This is an optimization exercise on Yosys and OpenROAD, whose aim is small area and a short achievable clock period, not a production implementation. The RTL was checked by simulation tests, not by an equivalence proof against the original design. Power and IR drop assume default switching activity.

==> flow/design.v <==
package mipsIsaPkg;
    typedef enum logic [5:0] {
        SPECIAL = 6'h00,
        J       = 6'h02,
        JAL     = 6'h03,
        BEQ     = 6'h04,
        BNE     = 6'h05,
        ADDI    = 6'h08,
        ADDIU   = 6'h09,
        ANDI    = 6'h0c,
        ORI     = 6'h0d,
        XORI    = 6'h0e,
        LW      = 6'h23,
        SW      = 6'h2b
    } opcode_e;
    typedef enum logic [5:0] {
        SLL  = 6'h00,
        SRL  = 6'h02,
        SRA  = 6'h03,
        SLLV = 6'h04,
        SRLV = 6'h06,
        SRAV = 6'h07,
        JR   = 6'h08,
        ADD  = 6'h20,
        ADDU = 6'h21,
        SUB  = 6'h22,
        SUBU = 6'h23,
        AND  = 6'h24,
        OR   = 6'h25,
        XOR  = 6'h26,
        NOR  = 6'h27,
        SLT  = 6'h2a
    } funct_e;
endpackage
package idCtrlPkg;
    typedef enum logic [4:0] {
        NOP,
        ADD,
        ADDU,
        SUB,
        SUBU,
        AND,
        OR,
        XOR,
        NOR,
        SLT,
        SLL,
        SRL,
        SRA,
        LOAD,
        STORE,
        LINK     
    } aluOp_e;
    typedef enum logic [1:0] {
        REG,
        SIGN_IMM,
        ZERO_IMM,
        SHAMT
    } opBSrc_e;
    typedef enum logic [2:0] {
        NONE,
        EQ,
        NE,
        JUMP,
        JUMP_REG
    } branchKind_e;
endpackage
module instrDecoder (
    input  logic [32-1:0]        instr_i,
    output logic [5-1:0]  rsAddr_o,
    output logic [5-1:0]  rtAddr_o,
    output logic                    rsUsed_o,
    output logic                    rtUsed_o,
    output idCtrlPkg::aluOp_e       aluOp_o,
    output idCtrlPkg::opBSrc_e      opBSrc_o,
    output logic [15:0]             imm_o,
    output logic [4:0]              shamt_o,
    output logic                    wbEn_o,
    output logic [5-1:0]  wbAddr_o,
    output idCtrlPkg::branchKind_e  branchKind_o,
    output logic [25:0]             jumpIndex_o,
    output logic                    isStore_o
);
    mipsIsaPkg::opcode_e    opcode;
    mipsIsaPkg::funct_e     funct;
    logic [5-1:0] rdAddr;
    function automatic idCtrlPkg::aluOp_e functAluOp(input mipsIsaPkg::funct_e f);
        case (f)
            mipsIsaPkg::ADD:  functAluOp = idCtrlPkg::ADD;
            mipsIsaPkg::ADDU: functAluOp = idCtrlPkg::ADDU;
            mipsIsaPkg::SUB:  functAluOp = idCtrlPkg::SUB;
            mipsIsaPkg::SUBU: functAluOp = idCtrlPkg::SUBU;
            mipsIsaPkg::AND:  functAluOp = idCtrlPkg::AND;
            mipsIsaPkg::OR:   functAluOp = idCtrlPkg::OR;
            mipsIsaPkg::XOR:  functAluOp = idCtrlPkg::XOR;
            mipsIsaPkg::NOR:  functAluOp = idCtrlPkg::NOR;
            mipsIsaPkg::SLT:  functAluOp = idCtrlPkg::SLT;
            mipsIsaPkg::SLL, mipsIsaPkg::SLLV: functAluOp = idCtrlPkg::SLL;
            mipsIsaPkg::SRL, mipsIsaPkg::SRLV: functAluOp = idCtrlPkg::SRL;
            mipsIsaPkg::SRA, mipsIsaPkg::SRAV: functAluOp = idCtrlPkg::SRA;
            default:          functAluOp = idCtrlPkg::NOP;  
        endcase
    endfunction
    assign opcode      = mipsIsaPkg::opcode_e'(instr_i[31:26]);
    assign funct       = mipsIsaPkg::funct_e'(instr_i[5:0]);
    assign rsAddr_o    = instr_i[25:21];
    assign rtAddr_o    = instr_i[20:16];
    assign rdAddr      = instr_i[15:11];
    assign shamt_o     = instr_i[10:6];
    assign imm_o       = instr_i[15:0];
    assign jumpIndex_o = instr_i[25:0];
    always_comb begin
        rsUsed_o     = 1'b0;
        rtUsed_o     = 1'b0;
        aluOp_o      = idCtrlPkg::NOP;
        opBSrc_o     = idCtrlPkg::REG;
        wbEn_o       = 1'b0;
        wbAddr_o     = '0;
        branchKind_o = idCtrlPkg::NONE;
        isStore_o    = 1'b0;
        case (opcode)
            mipsIsaPkg::SPECIAL: begin
                aluOp_o = functAluOp(funct);
                case (funct)
                    mipsIsaPkg::ADD, mipsIsaPkg::ADDU, mipsIsaPkg::SUB, mipsIsaPkg::SUBU,
                    mipsIsaPkg::AND, mipsIsaPkg::OR, mipsIsaPkg::XOR, mipsIsaPkg::NOR,
                    mipsIsaPkg::SLT, mipsIsaPkg::SLLV, mipsIsaPkg::SRLV, mipsIsaPkg::SRAV: begin
                        rsUsed_o = 1'b1;
                        rtUsed_o = 1'b1;
                        wbEn_o   = 1'b1;
                        wbAddr_o = rdAddr;
                    end
                    mipsIsaPkg::SLL, mipsIsaPkg::SRL, mipsIsaPkg::SRA: begin
                        rtUsed_o = 1'b1;
                        opBSrc_o = idCtrlPkg::SHAMT;
                        wbEn_o   = 1'b1;
                        wbAddr_o = rdAddr;
                    end
                    mipsIsaPkg::JR: begin
                        rsUsed_o     = 1'b1;
                        branchKind_o = idCtrlPkg::JUMP_REG;
                    end
                    default: ;
                endcase
            end
            mipsIsaPkg::ADDI, mipsIsaPkg::ADDIU, mipsIsaPkg::LW: begin
                rsUsed_o = 1'b1;
                opBSrc_o = idCtrlPkg::SIGN_IMM;
                wbEn_o   = 1'b1;
                wbAddr_o = rtAddr_o;
                if (opcode == mipsIsaPkg::ADDI)
                    aluOp_o = idCtrlPkg::ADD;
                else if (opcode == mipsIsaPkg::ADDIU)
                    aluOp_o = idCtrlPkg::ADDU;
                else
                    aluOp_o = idCtrlPkg::LOAD;
            end
            mipsIsaPkg::ANDI, mipsIsaPkg::ORI, mipsIsaPkg::XORI: begin
                rsUsed_o = 1'b1;
                opBSrc_o = idCtrlPkg::ZERO_IMM;
                wbEn_o   = 1'b1;
                wbAddr_o = rtAddr_o;
                if (opcode == mipsIsaPkg::ANDI)
                    aluOp_o = idCtrlPkg::AND;
                else if (opcode == mipsIsaPkg::ORI)
                    aluOp_o = idCtrlPkg::OR;
                else
                    aluOp_o = idCtrlPkg::XOR;
            end
            mipsIsaPkg::SW: begin
                rsUsed_o  = 1'b1;
                rtUsed_o  = 1'b1;
                opBSrc_o  = idCtrlPkg::SIGN_IMM;  
                aluOp_o   = idCtrlPkg::STORE;
                isStore_o = 1'b1;
            end
            mipsIsaPkg::BEQ, mipsIsaPkg::BNE: begin
                rsUsed_o     = 1'b1;
                rtUsed_o     = 1'b1;
                branchKind_o = (opcode == mipsIsaPkg::BEQ) ? idCtrlPkg::EQ : idCtrlPkg::NE;
            end
            mipsIsaPkg::J: branchKind_o = idCtrlPkg::JUMP;
            mipsIsaPkg::JAL: begin
                branchKind_o = idCtrlPkg::JUMP;
                aluOp_o      = idCtrlPkg::LINK;
                wbEn_o       = 1'b1;
                wbAddr_o     = 5'(31);
            end
            default: ;
        endcase
    end
endmodule
module regFile (
    input  logic                    clk,
    input  logic                    reset,
    input  logic [5-1:0]  rdAddrA_i,
    input  logic [5-1:0]  rdAddrB_i,
    input  logic                    wrEn_i,
    input  logic [5-1:0]  wrAddr_i,
    input  logic [32-1:0]        wrData_i,
    output logic [32-1:0]        rdDataA_o,
    output logic [32-1:0]        rdDataB_o
);
    logic [32-1:0] regs [32];
    logic             wrLive;
    assign wrLive = wrEn_i && (wrAddr_i != '0);  
    always_ff @(posedge clk) begin
        if (reset) begin
            for (int i = 0; i < 32; i++) begin
                regs[i] <= '0;
            end
        end else if (wrLive) begin
            regs[wrAddr_i] <= wrData_i;
        end
    end
    assign rdDataA_o = (wrLive && wrAddr_i == rdAddrA_i) ? wrData_i : regs[rdAddrA_i];
    assign rdDataB_o = (wrLive && wrAddr_i == rdAddrB_i) ? wrData_i : regs[rdAddrB_i];
endmodule
module operandForward (
    input  logic [5-1:0]  srcAddr_i,
    input  logic                    srcUsed_i,
    input  logic [32-1:0]        rfData_i,
    input  logic                    exWriteBack_i,
    input  logic                    exIsLoad_i,
    input  logic [5-1:0]  exAddr_i,
    input  logic [32-1:0]        exData_i,
    input  logic                    memWrite_i,
    input  logic [5-1:0]  memAddr_i,
    input  logic [32-1:0]        memData_i,
    output logic [32-1:0]        value_o,
    output logic                    loadHazard_o
);
    logic exHit;
    logic memHit;
    assign exHit  = exWriteBack_i && !exIsLoad_i && (exAddr_i == srcAddr_i);
    assign memHit = memWrite_i && (memAddr_i == srcAddr_i);
    assign loadHazard_o = srcUsed_i && exIsLoad_i && (exAddr_i != '0)
                          && (exAddr_i == srcAddr_i);
    always_comb begin
        if (!srcUsed_i || srcAddr_i == '0)
            value_o = '0;
        else if (exHit)
            value_o = exData_i;  
        else if (memHit)
            value_o = memData_i;
        else
            value_o = rfData_i;
    end
endmodule
module branchUnit (
    input  logic [32-1:0]        pc_i,
    input  idCtrlPkg::branchKind_e  branchKind_i,
    input  logic [15:0]             imm_i,
    input  logic [25:0]             jumpIndex_i,
    input  logic [32-1:0]        rsValue_i,
    input  logic [32-1:0]        rtValue_i,
    output logic                    taken_o,
    output logic [32-1:0]        target_o,
    output logic [32-1:0]        pcPlus4_o
);
    logic [32-1:0] relTarget;
    logic [32-1:0] absTarget;
    logic             equal;
    assign pcPlus4_o = pc_i + 4;
    assign relTarget = pcPlus4_o + {{(32-18){imm_i[15]}}, imm_i, 2'b00};
    assign absTarget = {pcPlus4_o[32-1:32-4], jumpIndex_i, 2'b00};  
    assign equal     = (rsValue_i == rtValue_i);
    always_comb begin
        taken_o  = 1'b0;
        target_o = '0;
        case (branchKind_i)
            idCtrlPkg::EQ: begin
                taken_o  = equal;
                target_o = equal ? relTarget : '0;
            end
            idCtrlPkg::NE: begin
                taken_o  = !equal;
                target_o = equal ? '0 : relTarget;
            end
            idCtrlPkg::JUMP: begin
                taken_o  = 1'b1;
                target_o = absTarget;
            end
            idCtrlPkg::JUMP_REG: begin
                taken_o  = 1'b1;
                target_o = rsValue_i;
            end
            default: ;
        endcase
    end
endmodule
module idStage (
    input  logic                    clk,
    input  logic                    reset,
    input  logic                    instrValid_i,
    input  logic [32-1:0]        pc_i,
    input  logic [32-1:0]        instr_i,
    input  logic                    wbEn_i,
    input  logic [5-1:0]  wbAddr_i,
    input  logic [32-1:0]        wbData_i,
    input  logic                    exWriteBack_i,
    input  logic                    exIsLoad_i,
    input  logic [5-1:0]  exAddr_i,
    input  logic [32-1:0]        exData_i,
    input  logic                    memWrite_i,
    input  logic [5-1:0]  memAddr_i,
    input  logic [32-1:0]        memData_i,
    output logic                    outValid_o,
    output logic                    stall_o,
    output idCtrlPkg::aluOp_e       aluOp_o,
    output logic [32-1:0]        operandA_o,
    output logic [32-1:0]        operandB_o,
    output logic [32-1:0]        storeData_o,
    output logic                    wbEnOut_o,
    output logic [5-1:0]  wbAddrOut_o,
    output logic                    branchEn_o,
    output logic [32-1:0]        branchTarget_o
);
    logic [5-1:0] rsAddr, rtAddr, decWbAddr;
    logic                   rsUsed, rtUsed, decWbEn, isStore;
    idCtrlPkg::aluOp_e      aluOp;
    idCtrlPkg::opBSrc_e     opBSrc;
    idCtrlPkg::branchKind_e branchKind;
    logic [15:0]            imm;
    logic [4:0]             shamt;
    logic [25:0]            jumpIndex;
    logic [32-1:0]       rfRs, rfRt, rsValue, rtValue;
    logic                   rsHazard, rtHazard, hazard;
    logic                   taken;
    logic [32-1:0]       target, pcPlus4;
    logic                   isShift;
    logic [32-1:0]       opA, opB, storeData;
    instrDecoder decoder (
        .instr_i(instr_i), .rsAddr_o(rsAddr), .rtAddr_o(rtAddr),
        .rsUsed_o(rsUsed), .rtUsed_o(rtUsed), .aluOp_o(aluOp), .opBSrc_o(opBSrc),
        .imm_o(imm), .shamt_o(shamt), .wbEn_o(decWbEn), .wbAddr_o(decWbAddr),
        .branchKind_o(branchKind), .jumpIndex_o(jumpIndex), .isStore_o(isStore)
    );
    regFile regs (
        .clk(clk), .reset(reset), .rdAddrA_i(rsAddr), .rdAddrB_i(rtAddr),
        .wrEn_i(wbEn_i), .wrAddr_i(wbAddr_i), .wrData_i(wbData_i),
        .rdDataA_o(rfRs), .rdDataB_o(rfRt)
    );
    operandForward fwdRs (
        .srcAddr_i(rsAddr), .srcUsed_i(rsUsed), .rfData_i(rfRs),
        .exWriteBack_i(exWriteBack_i), .exIsLoad_i(exIsLoad_i), .exAddr_i(exAddr_i),
        .exData_i(exData_i), .memWrite_i(memWrite_i), .memAddr_i(memAddr_i),
        .memData_i(memData_i), .value_o(rsValue), .loadHazard_o(rsHazard)
    );
    operandForward fwdRt (
        .srcAddr_i(rtAddr), .srcUsed_i(rtUsed), .rfData_i(rfRt),
        .exWriteBack_i(exWriteBack_i), .exIsLoad_i(exIsLoad_i), .exAddr_i(exAddr_i),
        .exData_i(exData_i), .memWrite_i(memWrite_i), .memAddr_i(memAddr_i),
        .memData_i(memData_i), .value_o(rtValue), .loadHazard_o(rtHazard)
    );
    branchUnit branch (
        .pc_i(pc_i), .branchKind_i(branchKind), .imm_i(imm), .jumpIndex_i(jumpIndex),
        .rsValue_i(rsValue), .rtValue_i(rtValue),
        .taken_o(taken), .target_o(target), .pcPlus4_o(pcPlus4)
    );
    assign hazard  = rsHazard | rtHazard;
    assign isShift = (aluOp == idCtrlPkg::SLL) || (aluOp == idCtrlPkg::SRL)
                     || (aluOp == idCtrlPkg::SRA);
    assign storeData = isStore ? rtValue : '0;
    always_comb begin
        if (aluOp == idCtrlPkg::LINK)
            opA = pcPlus4;
        else if (isShift)
            opA = rtValue;  
        else
            opA = rsValue;
        case (opBSrc)
            idCtrlPkg::SIGN_IMM: opB = {{(32-16){imm[15]}}, imm};
            idCtrlPkg::ZERO_IMM: opB = {{(32-16){1'b0}}, imm};
            idCtrlPkg::SHAMT:    opB = {{(32-5){1'b0}}, shamt};
            default:             opB = isShift ? rsValue : rtValue;  
        endcase
    end
    always_ff @(posedge clk) begin
        if (reset) begin
            outValid_o     <= 1'b0;
            stall_o        <= 1'b0;
            aluOp_o        <= idCtrlPkg::NOP;
            operandA_o     <= '0;
            operandB_o     <= '0;
            storeData_o    <= '0;
            wbEnOut_o      <= 1'b0;
            wbAddrOut_o    <= '0;
            branchEn_o     <= 1'b0;
            branchTarget_o <= '0;
        end else begin
            outValid_o <= instrValid_i && !hazard;
            stall_o    <= instrValid_i && hazard;  
            if (instrValid_i && !hazard) begin
                aluOp_o        <= aluOp;
                operandA_o     <= opA;
                operandB_o     <= opB;
                storeData_o    <= storeData;
                wbEnOut_o      <= decWbEn;
                wbAddrOut_o    <= decWbAddr;
                branchEn_o     <= taken;
                branchTarget_o <= target;
            end
        end
    end
endmodule
==> flow/run.sh <==
#!/bin/bash
# synth_recipe.tcl (not shown) runs the flow's synth.tcl, then flattens the netlist and writes it again
# the make line also repeats each setting of config.mk as NAME=value (left out here)
make -C /OpenROAD-flow-scripts/flow DESIGN_CONFIG=/design/flow/config.mk WORK_HOME=/design/flow/orfs CLKGATE_MAP_FILE= SYNTH_SCRIPT=/design/flow/synth_recipe.tcl finish
==> flow/config.mk <==
export PLATFORM = sky130hd
export DESIGN_NAME = idStage
export DESIGN_NICKNAME = idStage
export VERILOG_FILES = /design/flow/design.v
export SDC_FILE = /design/flow/constraint.sdc
export NUM_CORES = 4
export LEC_CHECK = 0
export CAP_MARGIN = 20
export CORE_MARGIN = 2
export CORE_UTILIZATION = 40
export SLEW_MARGIN = 20
==> flow/constraint.sdc <==
create_clock -name core_clock -period 6.0 [get_ports {clk}]
set_input_delay 1.2000 -clock core_clock [delete_from_list [all_inputs] [get_ports {clk}]]
set_output_delay 1.2000 -clock core_clock [all_outputs]
set_load 0.01 [all_outputs]
==> run notes <==
Max Fanout on Critical Path=3; Peak VDD IR=0.3192 mV; Avg Inst Size Synth=12.68 um2; Routed WL per cell=37.48 um; worst setup margin=~0.70 ns; Slew Viols, Final=0; CTS tree=yes; Post-synth EDFFs=1,024; Root Buffer=clkbuf_16; Mapped Cells=between 5k and 6k; # Post-CTS Setup Buffers=0; via count=52.86k; Fmax=0.1887 GHz; R2R setup slack=1.68 ns; clock tree sinks=approximately 1.2k; largest net degree at the start of global routing=138; filler-free cell count of the finished design=7,989; Critical Path AT=~6.0 ns; Top FF cell, synth=edfxtp_1; share of total power in the clock network=39.3%; drt total wl=299,400 um; # IOs=324; CTS buffer count=136; most frequent cells in the layout=edfxtp_1 (1,024), and2_1 (880), mux4_2 (481), buf_4 (374), clkdlybuf4s50_1 (311); gr ovfl total=0; P_int=15.09 mW; FFs w/ async S/R, synth=0%; Sw Share=between 20 and 30%; combinational share of power=around 16%; clock latency (worst-skew pair)=0.81 ns; commonest non-fill, non-tap cell in the layout=edfxtp_1; first-pass iteration count of the detailed router=9; worst rel slew slack=16.48%; Synth cell types=93; Pleak=about 27 nW; part of the power in registers=45.2%; overall routing resource usage=34.72%; core footprint=165,200 um2; unrepaired setup endpoints after global routing=no; Net Switching=5.770 mW; Die Wd=412.3 um; crit end category=flop; fin crit period=5.298 ns; DRC errors left=0; cts repair resizes=0; dpl hpwl=201,800 um; First DRT Iteration DRCs=8,696; status=finished clean; Initial Util=40.37%; max cap viols=0; Seq/Total Area, Yosys=about half; #FFs+latches synth=1,165; WS Path Type=primary input to flop; worst path required time=approximately 6.7 ns; DRT antenna net count=0; number of setup violations in the final report=0; die height=412.3 um; Final Cycle Share=88.30%; first-pass GRT wire length=406,800 um; # fillers=14.60k; Die ar.=170,000 um2; Clock Skew=about 0.04 ns; H-tree depth=4; nets=5,892; Inst Count DP=7,724; share of layout cells above drive strength 1=22.24%; via/cell ratio=6.616; dpl ws=-0.05084 ns; synthesized cell area=66,680 um2; vias in the first global route=50.46k; clock slew at reported path FFs=around 0.06 ns; setup tns final=0 ns; worst min path class=flop to flop; measured slew at the worst slew-check pin=1.253 ns; area grow syn2layout=19.13%; crit start category=primary input; PD cells=262.7 nW/um2; Fin. Hold Viols=0; Yosys Warn Count=5; floorplan row count=149; clk buf depth=3; PortBufs=322; initial antenna violation count=35; Placer Congestion=between 1 and 1.5; CTS Hold Bufs=0
[power groups by stage]
stage | sequential (mW) | clock [mW] | combinational [mW]
floorplan | 9.55 | 0 | 1.71
global placement | 9.57 | 0 | 3.12
detailed placement | 9.59 | 0 | 3.12
CTS | 9.43 | 8.22 | 3.13
global route | 9.48 | 8.51 | 3.29
finish | 9.44 | 8.19 | 3.23
[state kept, by name, summed over array words and instances, names as in the netlist]
signal and cells:
regs.regs 1024, branchTarget_o 32, operandA_o 32, operandB_o 32, storeData_o 32, wbAddrOut_o 5, aluOp_o 4, branchEn_o 1
outValid_o 1, stall_o 1, wbEnOut_o 1
[critical path, stage by stage]
cell and delay, ns:
clkdlybuf4s50_1 0.52, ha_1 0.18, and3_1 0.18, nand3_1 0.11
nor2_1 0.35, and4_1 0.34, nand4_1 0.18, inv_1 0.09
nand2_1 0.07, xnor2_1 0.21, ha_1 0.30, o21ai_0 0.13
a21oi_1 0.13, a221o_1 0.33, a221o_1 0.39, a31oi_1 0.23
a211oi_1 0.15, a211o_1 0.28, a21oi_1 0.17, xnor2_1 0.14
o21ai_1 0.10, a221oi_2 0.22
[stage by stage]
step                      utilization [%]  hold slack, ns  cell area [um2]  total power [mW]
after floorplan                         -          0.4762            66800             11.26
after global placement              45.45          0.4405            75080             12.68
after detailed placement            45.46          0.4502            75090             12.71
after CTS                           48.05          0.4571            79370             20.78
after global routing                48.07          0.4771            79390             21.28
final                               48.09          0.4527            79440             20.86
[final cells by class]
cell class              instances  area, um2  share of cell area (%)
clock inverters                68      579.3                  0.7292
multi-input cells            3570      31180                   39.26
well taps                    2189       2739                   3.448
diodes                         26      65.06                 0.08190
inverters                      34      131.4                  0.1654
flip-flops and latches       1165      33570                   42.26
clock buffers                 171       3704                   4.662
repair buffers                766       7465                   9.397
[per-layer routing]
metal | GRT usage (%) | routed length (um) | vias to the layer above
met5 | 0 | 204 | -
met4 | 21.13 | 21150 | 32
met2 | 50.74 | 127700 | 4335
li1 | - | - | 21030
met3 | 12.37 | 43330 | 1064
met1 | 44.07 | 107000 | 26400
[synthesized netlist by cell type (30+ instances only)]
cell type	n	share of area (%)
nor3_1	243	1.8
inv_1	33	0.19
o211ai_1	33	0.37
nor2_1	285	1.6
a211oi_1	41	0.46
buf_1	33	0.19
o21ai_0	124	0.93
clkbuf_1	347	2.0
dfxtp_1	141	4.2
buf_4	33	0.37
a21oi_1	170	1.3
and2_1	880	8.3
buf_6	34	0.57
nand2_1	250	1.4
xor2_1	30	0.39
mux2i_1	191	2.9
xnor2_1	82	1.1
buf_2	61	0.46
nand3_1	61	0.46
o22ai_1	78	0.73
ha_1	36	0.68
a221oi_1	53	0.70
edfxtp_1	1024	46
mux4_2	481	16
[cell families (layout without fill, tap and decap cells)]
logic type | Yosys count | in the layout | synth area share (%)
flops | 1165 | 1165 | 50.35
simple gates | 1873 | 1873 | 15.19
mux | 700 | 700 | 19.59
fa+ha+maj | 37 | 37 | 0.7055
compound gates | 815 | 815 | 8.596
xor+xnor | 112 | 112 | 1.471
other cells | 1 | 59 | 0.005624
buf+inv | 557 | 1039 | 4.102
[final timing paths]
check | cells after the start | to | start
max reg2reg | 14 | branchTarget_o[11]$_SDFFE_PP0P_ | regs.regs[23][29]$_SDFFCE_PN0P_
max | 22 | branchTarget_o[31]$_SDFFE_PP0P_ | pc_i[3]
min | 2 | storeData_o[7]$_SDFFE_PP0P_ | storeData_o[7]$_SDFFE_PP0P_
min reg2reg | 2 | storeData_o[7]$_SDFFE_PP0P_ | storeData_o[7]$_SDFFE_PP0P_

## afterwards: timing with drivers on the ports
The results above use ideal ports. As a check the final layout listed here was re-extracted and re-timed, cells and wires unchanged.
Step 1 assumes that a clkbuf_16 drives the clock port and a buf_2 every other input.
Step 2, shift: input delay + t, output delay - t, t = (earliest + latest rising clock arrival at the registers) / 2. This alone moves slack from input paths to output paths.
a / b / c = ideal / step 1 / step 2; a / b = the first two.
t (ns): 0.874
slack for setup (ns): 0.702 / 0.741 / -0.133
worst setup path at the end: input to register
worst slew at a driven data input, ns: 0.25
Met with ideal ports but missed after step 2: setup timing in this run. The setup slack of this run moves by +0.039 ns with the drivers and by -0.835 ns with both steps.
